From an optimization exercise on the open Yosys and OpenROAD flow, aimed at small area and a short achievable clock period; shortcuts taken in it are not production practice.
Only simulation tests tie the RTL to the original design; equivalence was not proved.
No activity file was given, so power comes from the tool's default toggle rates.

[flow/run.sh]
#!/bin/bash
# synth_recipe.tcl (not shown) runs the flow's synth.tcl, then flattens the netlist and writes it again
# the make line also repeats each setting of config.mk as NAME=value (left out here)
make -C /OpenROAD-flow-scripts/flow DESIGN_CONFIG=/design/flow/config.mk WORK_HOME=/design/flow/orfs CLKGATE_MAP_FILE= SYNTH_SCRIPT=/design/flow/synth_recipe.tcl finish
[flow/config.mk]
export PLATFORM = sky130hd
export DESIGN_NAME = exec_stage
export DESIGN_NICKNAME = exec_stage
export VERILOG_FILES = /design/flow/design.v
export SDC_FILE = /design/flow/constraint.sdc
export NUM_CORES = 4
export LEC_CHECK = 0
export CAP_MARGIN = 20
export CORE_MARGIN = 2
export CORE_UTILIZATION = 40
export SETUP_SLACK_MARGIN = 0.3
export SLEW_MARGIN = 20
export TNS_END_PERCENT = 100
[flow/constraint.sdc]
create_clock -name core_clock -period 8.0 [get_ports {clk}]
set_input_delay 1.6000 -clock core_clock [delete_from_list [all_inputs] [get_ports {clk}]]
set_output_delay 1.6000 -clock core_clock [all_outputs]
set_load 0.01 [all_outputs]
[flow/design.v]
`timescale 1ns/1ps
package exec_pkg;
  typedef logic [32-1:0]         word_t;         
  typedef logic [5-1:0]   reg_addr_t;     
  typedef logic [26-1:0] inst_field_t;   
  typedef enum logic [4-1:0] {
    ADD, ADDU, SUB, SUBU,
    AND, OR, XOR, NOR,
    SLT, SLTU,
    SLL, SRL, SRA,
    LUI
  } alu_op_e;
  typedef enum logic [3-1:0] {
    NORM = 3'd0,   
    JR   = 3'd1,   
    BEQ  = 3'd2,
    BNE  = 3'd3,
    BLEZ = 3'd4,
    BLTZ = 3'd5,
    BGEZ = 3'd6,
    BGTZ = 3'd7
  } br_type_e;
  typedef enum logic [2-1:0] {
    NO_FWD = 2'd0,   
    FWD_M1 = 2'd1,   
    FWD_M2 = 2'd2,   
    FWD_WB = 2'd3    
  } fwd_sel_e;
  typedef enum logic [1:0] {
    RT = 2'd0,   
    RD = 2'd1,   
    RA = 2'd2    
  } reg_dst_e;
endpackage
`timescale 1ns/1ps
module alu_unit (
  input  exec_pkg::alu_op_e     alu_op,       
  input  logic                  alu_src_a,    
  input  logic                  alu_src_b,    
  input  exec_pkg::fwd_sel_e    fwd_a,        
  input  exec_pkg::fwd_sel_e    fwd_b,        
  input  exec_pkg::word_t       rd1,          
  input  exec_pkg::word_t       rd2,          
  input  exec_pkg::word_t       immed,        
  input  exec_pkg::word_t       pc,           
  input  exec_pkg::word_t       aluout_m1,    
  input  exec_pkg::word_t       aluout_m2,    
  input  exec_pkg::word_t       wb_data,      
  input  exec_pkg::inst_field_t inst_field,   
  output exec_pkg::word_t       src_a_fwd,    
  output exec_pkg::word_t       src_b_fwd,    
  output exec_pkg::word_t       alu_result,
  output logic                  ov            
);
  exec_pkg::word_t src_a;    
  exec_pkg::word_t src_b;    
  exec_pkg::word_t sum;
  exec_pkg::word_t diff;
  logic [4:0]      shamt;
  logic            ov_add;
  logic            ov_sub;
  logic            lt_signed;
  logic            lt_unsigned;
  function automatic exec_pkg::word_t fwd_pick(
    input exec_pkg::fwd_sel_e sel,
    input exec_pkg::word_t    reg_val,
    input exec_pkg::word_t    m1_val,
    input exec_pkg::word_t    m2_val,
    input exec_pkg::word_t    wb_val
  );
    case (sel)
      exec_pkg::FWD_M1: fwd_pick = m1_val;
      exec_pkg::FWD_M2: fwd_pick = m2_val;
      exec_pkg::FWD_WB: fwd_pick = wb_val;
      default:          fwd_pick = reg_val;   
    endcase
  endfunction
  assign src_a_fwd = fwd_pick(fwd_a, rd1, aluout_m1, aluout_m2, wb_data);
  assign src_b_fwd = fwd_pick(fwd_b, rd2, aluout_m1, aluout_m2, wb_data);
  assign src_a = alu_src_a ? (pc + 4) : src_a_fwd;   
  assign src_b = alu_src_b ? immed : src_b_fwd;
  assign shamt = inst_field[10:6];
  assign sum  = src_a + src_b;
  assign diff = src_a - src_b;
  assign ov_add = (src_a[32-1] == src_b[32-1]) & (sum[32-1] != src_a[32-1]);
  assign ov_sub = (src_a[32-1] != src_b[32-1]) & (diff[32-1] != src_a[32-1]);
  assign lt_signed   = $signed(src_a) < $signed(src_b);
  assign lt_unsigned = src_a < src_b;
  always_comb begin
    case (alu_op)
      exec_pkg::ADD,
      exec_pkg::ADDU: alu_result = sum;
      exec_pkg::SUB,
      exec_pkg::SUBU: alu_result = diff;
      exec_pkg::AND:  alu_result = src_a & src_b;
      exec_pkg::OR:   alu_result = src_a | src_b;
      exec_pkg::XOR:  alu_result = src_a ^ src_b;
      exec_pkg::NOR:  alu_result = ~(src_a | src_b);
      exec_pkg::SLT:  alu_result = exec_pkg::word_t'(lt_signed);     
      exec_pkg::SLTU: alu_result = exec_pkg::word_t'(lt_unsigned);
      exec_pkg::SLL:  alu_result = src_b << shamt;    
      exec_pkg::SRL:  alu_result = src_b >> shamt;
      exec_pkg::SRA:  alu_result = exec_pkg::word_t'($signed(src_b) >>> shamt);
      exec_pkg::LUI:  alu_result = {src_b[32/2-1:0], {(32/2){1'b0}}};
      default:        alu_result = '0;
    endcase
  end
  assign ov = ((alu_op == exec_pkg::ADD) & ov_add) |
              ((alu_op == exec_pkg::SUB) & ov_sub);
endmodule
`timescale 1ns/1ps
module branch_unit (
  input  exec_pkg::br_type_e    br_type,         
  input  logic                  jump,            
  input  exec_pkg::word_t       src_a_fwd,       
  input  exec_pkg::word_t       src_b_fwd,       
  input  exec_pkg::word_t       alu_result,      
  input  exec_pkg::word_t       pc,
  input  exec_pkg::inst_field_t inst_field,      
  output logic                  br_take,         
  output logic                  br_inst,         
  output exec_pkg::word_t       branch_target,   
  output exec_pkg::word_t       ret_addr         
);
  exec_pkg::word_t pc_plus_step;
  exec_pkg::word_t jump_target;
  logic            regs_equal;
  logic            reg_zero;
  logic            reg_neg;
  assign pc_plus_step = pc + 4;
  assign jump_target = {pc_plus_step[32-1:32-4], inst_field, 2'b00};
  assign branch_target = jump ? jump_target : alu_result;
  assign regs_equal = (src_a_fwd == src_b_fwd);
  assign reg_zero   = (src_a_fwd == '0);
  assign reg_neg    = src_a_fwd[32-1];   
  always_comb begin
    case (br_type)
      exec_pkg::NORM: br_take = 1'b0;
      exec_pkg::JR:   br_take = 1'b1;   
      exec_pkg::BEQ:  br_take = regs_equal;
      exec_pkg::BNE:  br_take = ~regs_equal;
      exec_pkg::BLEZ: br_take = reg_neg | reg_zero;
      exec_pkg::BLTZ: br_take = reg_neg;
      exec_pkg::BGEZ: br_take = ~reg_neg;
      exec_pkg::BGTZ: br_take = ~reg_neg & ~reg_zero;
      default:        br_take = 1'b0;
    endcase
  end
  assign br_inst = (br_type != exec_pkg::NORM);
  assign ret_addr = pc + 8;
endmodule
`timescale 1ns/1ps
module ex_mem_reg (
  input  logic                  clk,
  input  logic                  rst_n,
  input  logic                  run,               
  input  logic                  ien,               
  input  logic                  write_reg,         
  input  exec_pkg::reg_dst_e    reg_dst,           
  input  exec_pkg::inst_field_t inst_field,        
  input  exec_pkg::word_t       alu_result,
  input  exec_pkg::word_t       src_b_fwd,         
  input  exec_pkg::word_t       ret_addr,          
  input  logic                  br_inst,
  input  logic                  ov,
  output logic                  ien_m1,
  output logic                  write_reg_m1,
  output logic                  br_inst_m1,
  output logic                  ov_m1,
  output exec_pkg::word_t       aluout_m1,
  output exec_pkg::word_t       src_b_m1,
  output exec_pkg::reg_addr_t   reg_dst_addr_m1
);
  exec_pkg::word_t     result;          
  exec_pkg::reg_addr_t reg_dst_addr;
  logic                write_reg_ok;    
  assign result = br_inst ? ret_addr : alu_result;
  always_comb begin
    case (reg_dst)
      exec_pkg::RT: reg_dst_addr = inst_field[20:16];
      exec_pkg::RD: reg_dst_addr = inst_field[15:11];
      default:      reg_dst_addr = exec_pkg::reg_addr_t'(31);   
    endcase
  end
  assign write_reg_ok = write_reg & ~ov;   
  always_ff @(posedge clk) begin
    if (!rst_n) begin
      ien_m1          <= 1'b0;
      write_reg_m1    <= 1'b0;
      br_inst_m1      <= 1'b0;
      ov_m1           <= 1'b0;
      aluout_m1       <= '0;
      src_b_m1        <= '0;
      reg_dst_addr_m1 <= '0;
    end else if (run) begin   
      ien_m1          <= ien;
      write_reg_m1    <= write_reg_ok;
      br_inst_m1      <= br_inst;
      ov_m1           <= ov;
      aluout_m1       <= result;
      src_b_m1        <= src_b_fwd;
      reg_dst_addr_m1 <= reg_dst_addr;
    end
  end
endmodule
`timescale 1ns/1ps
module exec_stage (
  input  logic                  clk,
  input  logic                  rst_n,
  input  logic                  run,
  input  logic                  ien,
  input  logic                  write_reg,
  input  logic [3:0]            alu_op,            
  input  logic                  alu_src_a,
  input  logic                  alu_src_b,
  input  logic [1:0]            fwd_a,             
  input  logic [1:0]            fwd_b,
  input  logic [2:0]            br_type,
  input  logic                  jump,
  input  logic [1:0]            reg_dst,
  input  logic [31:0]           rd1,
  input  logic [31:0]           rd2,
  input  logic [31:0]           immed,
  input  logic [31:0]           pc,
  input  logic [25:0]           inst_field,
  input  logic [31:0]           aluout_m2,         
  input  logic [31:0]           wb_data,           
  output logic                  br_take,           
  output logic [31:0]           branch_target,     
  output logic                  ien_m1,
  output logic                  write_reg_m1,
  output logic [31:0]           aluout_m1,
  output logic [31:0]           src_b_m1,
  output logic [4:0]            reg_dst_addr_m1,
  output logic                  br_inst_m1,
  output logic                  ov_m1
);
  exec_pkg::word_t src_a_fwd;
  exec_pkg::word_t src_b_fwd;
  exec_pkg::word_t alu_result;
  exec_pkg::word_t ret_addr;
  logic            ov;
  logic            br_inst;
  alu_unit u_alu (
    .alu_op     (exec_pkg::alu_op_e'(alu_op)),
    .alu_src_a  (alu_src_a),
    .alu_src_b  (alu_src_b),
    .fwd_a      (exec_pkg::fwd_sel_e'(fwd_a)),
    .fwd_b      (exec_pkg::fwd_sel_e'(fwd_b)),
    .rd1        (rd1),
    .rd2        (rd2),
    .immed      (immed),
    .pc         (pc),
    .aluout_m1  (aluout_m1),   
    .aluout_m2  (aluout_m2),
    .wb_data    (wb_data),
    .inst_field (inst_field),
    .src_a_fwd  (src_a_fwd),
    .src_b_fwd  (src_b_fwd),
    .alu_result (alu_result),
    .ov         (ov)
  );
  branch_unit u_branch (
    .br_type       (exec_pkg::br_type_e'(br_type)),
    .jump          (jump),
    .src_a_fwd     (src_a_fwd),
    .src_b_fwd     (src_b_fwd),
    .alu_result    (alu_result),   
    .pc            (pc),
    .inst_field    (inst_field),
    .br_take       (br_take),
    .br_inst       (br_inst),
    .branch_target (branch_target),
    .ret_addr      (ret_addr)
  );
  ex_mem_reg u_m1_reg (
    .clk             (clk),
    .rst_n           (rst_n),
    .run             (run),
    .ien             (ien),
    .write_reg       (write_reg),
    .reg_dst         (exec_pkg::reg_dst_e'(reg_dst)),
    .inst_field      (inst_field),
    .alu_result      (alu_result),
    .src_b_fwd       (src_b_fwd),
    .ret_addr        (ret_addr),
    .br_inst         (br_inst),
    .ov              (ov),
    .ien_m1          (ien_m1),
    .write_reg_m1    (write_reg_m1),
    .br_inst_m1      (br_inst_m1),
    .ov_m1           (ov_m1),
    .aluout_m1       (aluout_m1),
    .src_b_m1        (src_b_m1),
    .reg_dst_addr_m1 (reg_dst_addr_m1)
  );
endmodule
==> run notes <==
==> where the power goes <==
part | switching (mW) | internal [mW] | total, mW
sequential | 0.0457 | 0.391 | 0.436
combinational | 1.53 | 1.21 | 2.74
clock | 0.177 | 0.215 | 0.392
==> stage by stage <==
step / setup TNS (ns) / setup slack [ns] / instances / area, µm² / total power, mW
global route: 0 / 0.149 / 3534 / 25900 / 3.65
global placement: -7.19 / -0.647 / 3466 / 24100 / 2.81
CTS: 0 / 0.221 / 3515 / 25300 / 3.35
finish: 0 / 0.234 / 3541 / 25900 / 3.57
floorplan: 0 / 0.363 / 2283 / 17100 / 1.56
detailed placement: -7.70 / -0.653 / 3466 / 24100 / 2.82
==> layout make-up <==
cell class | count | area, µm²
diodes | 8 | 20.0
clock buffers | 11 | 243
clock inverters | 4 | 20.0
fillers | 3720 | 16300
inverters | 121 | 454
multi-input cells | 1913 | 15600
flip-flops and latches | 73 | 1460
well taps | 539 | 674
repair buffers | 872 | 7430
==> worst max-delay path: stages <==
cell and delay, ns:
dlygate4sd2_1 0.25, ha_2 0.20, nand3_1 0.10, or2_4 0.29
nor3_2 0.16, buf_4 0.16, buf_4 0.13, nand3_1 0.13
xor2_2 0.23, a21oi_4 0.11, ha_4 0.31, buf_4 0.12
nand2_1 0.08, o21ai_2 0.21, nor3_2 0.08, a21oi_2 0.26
buf_4 0.17, o21ai_2 0.07, a32oi_1 0.27, mux2i_1 0.14
xnor2_1 0.26, a211oi_1 0.12, a21oi_1 0.30, buf_4 0.19
clkdlybuf4s15_2 0.22
==> layer usage <==
metal / global-route usage (%) / vias to the layer above
met5: 0 / -
met4: 28.7 / 12
met3: 18.9 / 539
met2: 73.3 / 2166
met1: 63.6 / 11600
li1: - / 9910
==> registers in the layout, summed over array words and instances (netlist names) <==
name and count:
u_m1_reg.aluout_m1 32, u_m1_reg.ien_m1 1, u_m1_reg.br_inst_m1 1, u_m1_reg.reg_dst_addr_m1 5
u_m1_reg.ov_m1 1, u_m1_reg.src_b_m1 32, u_m1_reg.write_reg_m1 1
==> what timing repair did <==
action / 4_1_cts / 5_1_grt
pin swaps: 67 / 47
buffers inserted: 34 / 18
setup endpoints to repair: 27 / 26
hold endpoints to repair: 0 / 0
resized for setup: 195 / 103
==> layout by cell type (no fill, tap or decap), types with 25 or more instances in the layout <==
| master | instances |
|---|---|
| buf_4 | 521 |
| clkdlybuf4s50_1 | 298 |
| nand2_1 | 227 |
| nor2_1 | 209 |
| a21oi_1 | 135 |
| mux2i_1 | 121 |
| inv_1 | 114 |
| o21ai_0 | 111 |
| xnor2_1 | 99 |
| mux4_2 | 92 |
| ha_1 | 85 |
| dfxtp_1 | 73 |
| mux2_2 | 55 |
| nand3_1 | 43 |
| nor2b_1 | 42 |
| xor2_1 | 38 |
| a21oi_2 | 35 |
| o22ai_1 | 35 |
| nor3_1 | 32 |
| o211ai_1 | 30 |
| nand4_1 | 25 |
| a22oi_1 | 25 |
==> synthesized netlist by cell type (all sizes together), types with 9 or more instances <==
cell type  number
a211oi         31
a21o           19
a21oi         174
a221oi          9
a222oi         10
a22o           13
a22oi          27
a31oi          17
a32oi           9
and3           20
buf            61
clkbuf        115
dfxtp          73
ha            110
inv           119
mux2           63
mux2i         125
mux4           95
nand2         230
nand2b         17
nand3          47
nand4          25
nor2          219
nor2b          44
nor3           40
nor4           22
o211ai         30
o21a           12
o21ai         139
o221ai         24
o22ai          38
o31ai          18
or3             9
xnor2         102
xor2           43
==> logic make-up (layout without fill, tap and decap cells) <==
logic type	count (synthesis)	after routing	share of synthesized area [%]
AOI/OAI and AO/OA	676	676	26.3
xor gates and xnor gates	145	145	7.41
adders and majority gates	112	112	8.27
buffers and inverters	297	1008	6.94
DFF	73	73	8.53
muxes	283	283	24.1
other	0	8	0
and+or+nand+nor	697	697	18.5
==> worst max path at each step <==
stage	slack [ns]	end	from
finish	0.23	branch_target[31]	pc[2]
global route	0.15	branch_target[31]	pc[2]
CTS	0.22	branch_target[0]	wb_data[0]
detailed placement	-0.65	branch_target[0]	pc[3]
floorplan	0.36	branch_target[30]	fwd_a[1]
global placement	-0.65	branch_target[29]	pc[3]
==> run notes <==
Met2 Routed Length: 47.2 mm
DIE HEIGHT: 211 µm
Worst-Margin Slew: 0.916 ns
FFs w/ async S/R, synth: 0%
Ys Warns: 3
DR top layer: met5
Fin nets: 3341
Max-slew violations: 0
Final setup viols: 0
Largest net degree at the start of global routing: 66
# DRC: 0
Req. time, crit path: 6.40 ns
DRT Wirelength: 117 mm
Num CTS Buffers: 9
Grt total ovfl: 0
WHS: 0.488 ns
Die Footprint: 0.0445 mm²
CTS tree: done
Initial DRT Pass Iterations: 9
Vias in the first global route: 22600
Synth area leaders: mux4_2, dfxtp_1, ha_1
Antenna violations before repair: 12
R2R Path Start: u_m1_reg.aluout_m1[7]
Reg clk slew, reported paths: 0.06 ns
Worst r2r dst: u_m1_reg.aluout_m1[0]
Number of antenna-violating nets in the routed design: 0
Synth-to-layout area growth: 51.0%
Post-synthesis cell count: 2283
Pwr Density: 138 mW/mm²
Fin crit period: 7.77 ns
Tcrit/Tclk final: 97.1%
Gr usage total: 50.3%
Hold-critical path depth: 2
Final Core Density: 61.4%
Via density: 6.86
I/O pins: 345
Post-synthesis sequential area ratio: 8.53%
Num Clock Sinks: 73
Setup CP Type: in -> out
Worst vdd ir: 112 µV
Synth Register Bits: 73
Synth area leader: mux4_2
RSZ-0062 raised after global routing: true
Cells on worst reg2reg path: 16
Starting Density: 40.7%
Final hold viol count: 0
First-pass GRT wire length: 161 mm
Via count: 24300
Status: timing/DRC/antenna clean
Area share of the largest cell type after synthesis: 11.8%
Worst hold path type: reg -> reg
CTS root buf: clkbuf_16
Row count: 75
Max_slew headroom: 38.5%
Gpl congestion: 1.17
Critical hold path startpoint: u_m1_reg.write_reg_m1
Post-Synthesis Net Count: 2634
Worst Setup Start Kind: input pin
Highest clock rate: 129 MHz
Metal1 wirelength: 42.5 mm
R2r setup slk: 3.37 ns
Max Cap Viol: 0
DR WL met3: 17.9 mm
End of the worst hold path: u_m1_reg.write_reg_m1
Leakage: 11.0 nW
Clock Skews: 0.0106 ns
H-tree depth: 3
Port Buffer Count: 344
WP data arrival: 6.17 ns
Share of layout cells above drive strength 1: 30.4%
Iter 0 DRT Violations: 4074
Post-detail-place hpwl: 94.5 mm
Core area: 0.0421 mm²
CTS Buffer Depth: 2
Synthesized area: 0.0171 mm²
Hold buffers post-CTS: 0
Worst-Skew Late Latency: 0.36 ns
Post-synthesis area per instance: 7.51 µm²
Worst-path fanout max: 5
Number of flops mapped to enable cells by yosys: 0
Primary FF master, synth: dfxtp_1
Avg WL per Cell: 32.9 µm
Die Span X: 211 µm
Yosys cell types: 83
Critical path endpoint category: primary output

separate check: timing with driven ports:
The results above use ideal ports. As a check the final layout listed here was re-extracted and re-timed, cells and wires unchanged.
Step 1 assumes that a clkbuf_16 drives the clock port and a buf_2 every other input.
Step 2 times the ports against the registers' clock, not the clock port: input delays grow and output delays shrink by t, the midpoint of the rising clock arrivals with the driver on.
a / b / c = ideal ports / drivers / drivers and shift; a / b = the first two.
t (ns): 0.408
setup slack, ns: 0.234 / 0.214 / 0.214
worst setup path at the end: input to output
clock arrival spread, ns: 0.011 / 0.012
After both steps this run still meets setup and hold. The setup slack of this run moves by -0.020 ns with the drivers and by -0.020 ns with both steps.
